Background: an optimization exercise with open tools, aiming at small area. Do not read the settings as production practice.
The RTL was checked by simulation tests, not by an equivalence proof against the original design.
No activity file was given, so power comes from the tool's default toggle rates.

== v6 ==
==> flow/design.v <==
module regfile_aoi222 (
    input  logic a1, a2, b1, b2, c1, c2,
    output logic y
);
    assign y = !((a1 && a2) || (b1 && b2) || (c1 && c2));
endmodule
module regfile_nand2 (
    input  logic a, b,
    output logic y
);
    assign y = !(a && b);
endmodule
module regfile_nand4 (
    input  logic a, b, c, d,
    output logic y
);
    assign y = !(a && b && c && d);
endmodule
module regfile_or3 (
    input  logic a, b, c,
    output logic y
);
    assign y = a || b || c;
endmodule
module regfile_rd_bit (
    input  logic [31:0] sel,
    input  logic [31:0] d,
    output logic        y
);
    logic [11:0] t;
    logic [2:0]  u;
    for (genvar k = 0; k < 10; k++) begin : g_aoi
        regfile_aoi222 u_aoi (
            .a1(sel[3*k]),   .a2(d[3*k]),
            .b1(sel[3*k+1]), .b2(d[3*k+1]),
            .c1(sel[3*k+2]), .c2(d[3*k+2]),
            .y(t[k])
        );
    end
    regfile_nand2 u_nd30 (.a(sel[30]), .b(d[30]), .y(t[10]));
    regfile_nand2 u_nd31 (.a(sel[31]), .b(d[31]), .y(t[11]));
    regfile_nand4 u_n0 (.a(t[0]), .b(t[1]), .c(t[2]), .d(t[3]), .y(u[0]));
    regfile_nand4 u_n1 (.a(t[4]), .b(t[5]), .c(t[6]), .d(t[7]), .y(u[1]));
    regfile_nand4 u_n2 (.a(t[8]), .b(t[9]), .c(t[10]), .d(t[11]), .y(u[2]));
    regfile_or3   u_o  (.a(u[0]), .b(u[1]), .c(u[2]), .y(y));
endmodule
module regfile_and2 (
    input  logic a, b,
    output logic y
);
    assign y = a && b;
endmodule
module regfile_wr_pre (
    input  logic [4:0] writereg,
    input  logic       regwrite,
    output logic [3:0] lo,
    output logic [7:0] hi
);
    always_comb begin
        for (int k = 0; k < 4; k++) lo[k] = regwrite && (writereg[1:0] == 2'(k));
        for (int j = 0; j < 8; j++) hi[j] = (writereg[4:2] == 3'(j));
    end
endmodule
module regfile_wr_dec (
    input  logic [4:0]  writereg,
    input  logic        regwrite,
    output logic [31:1] wr_sel
);
    logic [3:0] lo;
    logic [7:0] hi;
    regfile_wr_pre u_pre (.writereg(writereg), .regwrite(regwrite), .lo(lo), .hi(hi));
    for (genvar i = 1; i < 32; i++) begin : g_sel
        regfile_and2 u_and (.a(lo[i % 4]), .b(hi[i / 4]), .y(wr_sel[i]));
    end
endmodule
module regfile_and3 (
    input  logic a, b, c,
    output logic y
);
    assign y = a && b && c;
endmodule
module regfile_rd_hit (
    input  logic       rst_n,
    input  logic       wr_live,
    input  logic [4:0] idx,
    input  logic [4:0] writereg,
    output logic       hit
);
    assign hit = rst_n && wr_live && (writereg == idx);
endmodule
module regfile_rd_pre (
    input  logic [4:0] idx,
    input  logic       hit,
    output logic [3:0] lo,
    output logic [7:0] hi
);
    always_comb begin
        for (int k = 0; k < 4; k++) lo[k] = !hit && (idx[1:0] == 2'(k));
        for (int j = 0; j < 8; j++) hi[j] = (idx[4:2] == 3'(j));
    end
endmodule
module regfile_rd_sel (
    input  logic        rst_n,
    input  logic        wr_live,
    input  logic [4:0]  idx,
    input  logic [4:0]  writereg,
    input  logic [31:1] valid,
    output logic [31:0] sel
);
    logic       hit;
    logic [3:0] lo;
    logic [7:0] hi;
    regfile_rd_hit u_hit (.rst_n(rst_n), .wr_live(wr_live), .idx(idx),
                          .writereg(writereg), .hit(hit));
    regfile_rd_pre u_pre (.idx(idx), .hit(hit), .lo(lo), .hi(hi));
    assign sel[0] = hit;
    for (genvar i = 1; i < 32; i++) begin : g_sel
        regfile_and3 u_and (.a(lo[i % 4]), .b(hi[i / 4]), .c(valid[i]), .y(sel[i]));
    end
endmodule
module regfile_32x32 #(
    parameter int DATA_WIDTH = 32,
    parameter int ADDR_WIDTH = 5,
    parameter int NUM_REGS   = 2**ADDR_WIDTH
) (
    input  logic                  clk,
    input  logic                  rst_n,
    input  logic [ADDR_WIDTH-1:0] readreg1,
    input  logic [ADDR_WIDTH-1:0] readreg2,
    input  logic [ADDR_WIDTH-1:0] writereg,
    input  logic [DATA_WIDTH-1:0] writedata,
    input  logic                  regwrite,
    output logic [DATA_WIDTH-1:0] read_data1,
    output logic [DATA_WIDTH-1:0] read_data2
);
    logic [DATA_WIDTH-1:0] regs  [1:NUM_REGS-1];
    logic [NUM_REGS-1:1]   valid;
    logic [NUM_REGS-1:1]   wr_sel;
    logic                  wr_live;
    assign wr_live = regwrite && (writereg != '0);
    regfile_wr_dec u_wr_dec (.writereg(writereg), .regwrite(regwrite), .wr_sel(wr_sel));
    always_ff @(posedge clk) begin
        for (int i = 1; i < NUM_REGS; i++) begin
            if (wr_sel[i]) regs[i] <= writedata;
        end
    end
    always_ff @(posedge clk or negedge rst_n) begin
        if (!rst_n) begin
            valid <= '0;
        end else begin
            valid <= valid | wr_sel;
        end
    end
    logic [NUM_REGS-1:0] sel1, sel2;
    regfile_rd_sel u_sel1 (.rst_n(rst_n), .idx(readreg1), .writereg(writereg),
                           .wr_live(wr_live), .valid(valid), .sel(sel1));
    regfile_rd_sel u_sel2 (.rst_n(rst_n), .idx(readreg2), .writereg(writereg),
                           .wr_live(wr_live), .valid(valid), .sel(sel2));
    for (genvar b = 0; b < DATA_WIDTH; b++) begin : g_bit
        logic [NUM_REGS-1:0] col;
        always_comb begin
            col[0] = writedata[b];
            for (int i = 1; i < NUM_REGS; i++) col[i] = regs[i][b];
        end
        regfile_rd_bit u_rd1 (.sel(sel1), .d(col), .y(read_data1[b]));
        regfile_rd_bit u_rd2 (.sel(sel2), .d(col), .y(read_data2[b]));
    end
endmodule
==> flow/config.mk <==
export PLATFORM = sky130hd
export DESIGN_NAME = regfile_32x32
export DESIGN_NICKNAME = regfile_32x32
export VERILOG_FILES = /design/flow/design.v
export SDC_FILE = /design/flow/constraint.sdc
export NUM_CORES = 4
export LEC_CHECK = 0
export CAP_MARGIN = 0
export CELL_PAD_IN_SITES_DETAIL_PLACEMENT = 0
export CELL_PAD_IN_SITES_GLOBAL_PLACEMENT = 0
export CORE_MARGIN = 2
export CORE_UTILIZATION = 50
export GPL_TIMING_DRIVEN = 0
export PLACE_DENSITY = 0.6
export SLEW_MARGIN = 0
export SYNTH_HIERARCHICAL = 1
export SYNTH_MINIMUM_KEEP_SIZE = 0
==> flow/constraint.sdc <==
create_clock -name core_clock -period 10.0 [get_ports {clk}]
set_input_delay 2.0000 -clock core_clock [delete_from_list [all_inputs] [get_ports {clk}]]
set_output_delay 2.0000 -clock core_clock [all_outputs]
set_load 0.01 [all_outputs]
standard.sh (not shown) runs the stock make flow with config.mk's settings and CLKGATE_MAP_FILE= SYNTH_SCRIPT=/design/flow/synth_recipe.tcl, a recipe that flattens the netlist after the stock synthesis.
==> flow/flow/run.sh <==
#!/bin/bash
# Standard ORFS layout (the standard.sh) with these changes:
#  - port buffers are buf_1, the smallest buffer, rather than ORFS's pick;
#  - before repair_design, drivers of high-fanout nets are upsized
#    (flow/upsize.tcl) so that the nets need no buffer chains;
#  - clock tree synthesis adds no dummy loads and clusters sinks coarsely.
# ORFS writes each step's full log under orfs/logs; make's own output goes to
# standard.log here.
set -euo pipefail
here=$(pwd)
export BUFFER_PORTS_ARGS="-buffer_cell sky130_fd_sc_hd__buf_1"
export PRE_RESIZE_TCL="$here/flow/upsize.tcl"
export CTS_ARGS="-sink_clustering_enable -repair_clock_nets -dont_use_dummy_load -buf_list {sky130_fd_sc_hd__clkbuf_8 sky130_fd_sc_hd__clkbuf_16} -sink_clustering_size 24 -sink_clustering_max_diameter 60"
bash standard.sh finish > standard.log 2>&1
==> flow/flow/upsize.tcl <==
# Give every high-fanout net a driver strong enough for its load, so that
# repair_design does not have to split the net with chains of buffers.
proc my_upsize_drivers { min_fanout } {
  set n 0
  foreach net [get_nets *] {
    set loads [get_pins -of_objects $net -filter "direction==input"]
    if { [llength $loads] < $min_fanout } { continue }
    foreach drv [get_pins -of_objects $net -filter "direction==output"] {
      set inst [get_cells -of_objects $drv]
      set ref [get_property $inst ref_name]
      if { ![regexp {^(sky130_fd_sc_hd__\w+)_(\d+)$} $ref -> base size] } { continue }
      if { [string match "*clkbuf*" $base] || [string match "*df*" $base] } { continue }
      foreach want {4 2} {
        if { $want <= $size } { break }
        set cells [get_lib_cells -quiet */${base}_$want]
        if { [llength $cells] > 0 } {
          replace_cell $inst [lindex $cells 0]
          incr n
          break
        }
      }
    }
  }
  puts "my_upsize_drivers: resized $n drivers"
}
my_upsize_drivers 16
Having completed the whole flow, v6 delivered a layout that passed the timing, DRC and antenna checks.
### v6 -> v7
- a change of SLEW_MARGIN from 0 to 15
- a change of CAP_MARGIN from 0 to 15
--- a/flow/flow/run.sh
+++ b/flow/flow/run.sh
@@ -12,3 +12,3 @@
 export PRE_RESIZE_TCL="$here/flow/upsize.tcl"
-export CTS_ARGS="-sink_clustering_enable -repair_clock_nets -dont_use_dummy_load -buf_list {sky130_fd_sc_hd__clkbuf_8 sky130_fd_sc_hd__clkbuf_16} -sink_clustering_size 24 -sink_clustering_max_diameter 60"
+export CTS_ARGS="-sink_clustering_enable -repair_clock_nets -dont_use_dummy_load -root_buf sky130_fd_sc_hd__clkbuf_16 -buf_list {sky130_fd_sc_hd__clkbuf_8} -sink_clustering_size 16 -sink_clustering_max_diameter 80"
 bash standard.sh finish > standard.log 2>&1
--- a/flow/flow/upsize.tcl
+++ b/flow/flow/upsize.tcl
@@ -1,3 +1,4 @@
 # Give every high-fanout net a driver strong enough for its load, so that
-# repair_design does not have to split the net with chains of buffers.
+# repair_design does not have to split the net with chains of buffers: each
+# driver goes to size 2, and repair_design resizes any that still fall short.
 proc my_upsize_drivers { min_fanout } {
@@ -12,3 +13,4 @@
       if { [string match "*clkbuf*" $base] || [string match "*df*" $base] } { continue }
-      foreach want {4 2} {
+      set wants {2}
+      foreach want $wants {
         if { $want <= $size } { break }
## What came out
v7 went all the way through the flow, and no timing, DRC or antenna check failed. NOTE: non-clock buffer total of the final layout in v7 exceeds that of v6. Reported for v7 and v6, remaining global-route overflow turned out identical to the last digit. In v7 the clock-buffer cell count turned out 3 higher than in v6. v7 ended with less critical path's largest stage delay than v6. Diff v6 -> v7: total power moved down, ratio of final minimum period to clock period saw an increase, part of the total power dissipated in the clock network shrank by 5.1 points.

==> static timing again, ports no longer ideal <==
Ports are ideal in the flow. The routed layouts listed here were re-timed in OpenROAD.
Step 1: set_driving_cell puts a clkbuf_16 on clk and a buf_2 on each other input, an assumption about the parent block.
Step 2 moves the port delays by t, midway between the first and last clock arrival at a register: inputs arrive t later, outputs are due t later. That takes back most of the time a late clock gives input paths.
Slacks: ideal / step 1 / step 2; pairs: ideal / step 1.
run | t (ns) | setup WS [ns] | latest minus earliest clock arrival (ns) | slew at the worst register clock pin (ns) | worst data-port slew with drivers (ns)
v6 | 0.693 | 1.826 / 1.801 / 1.801 | 0.060 / 0.060 | 0.09 / 0.09 | 0.10
v7 | 0.670 | 1.506 / 1.480 / 1.480 | 0.028 / 0.028 | 0.10 / 0.10 | 0.09
After both steps every run listed still meets setup and hold. The setup slack of v7, which loses most, moves by -0.026 ns with the drivers and by -0.026 ns with both steps.
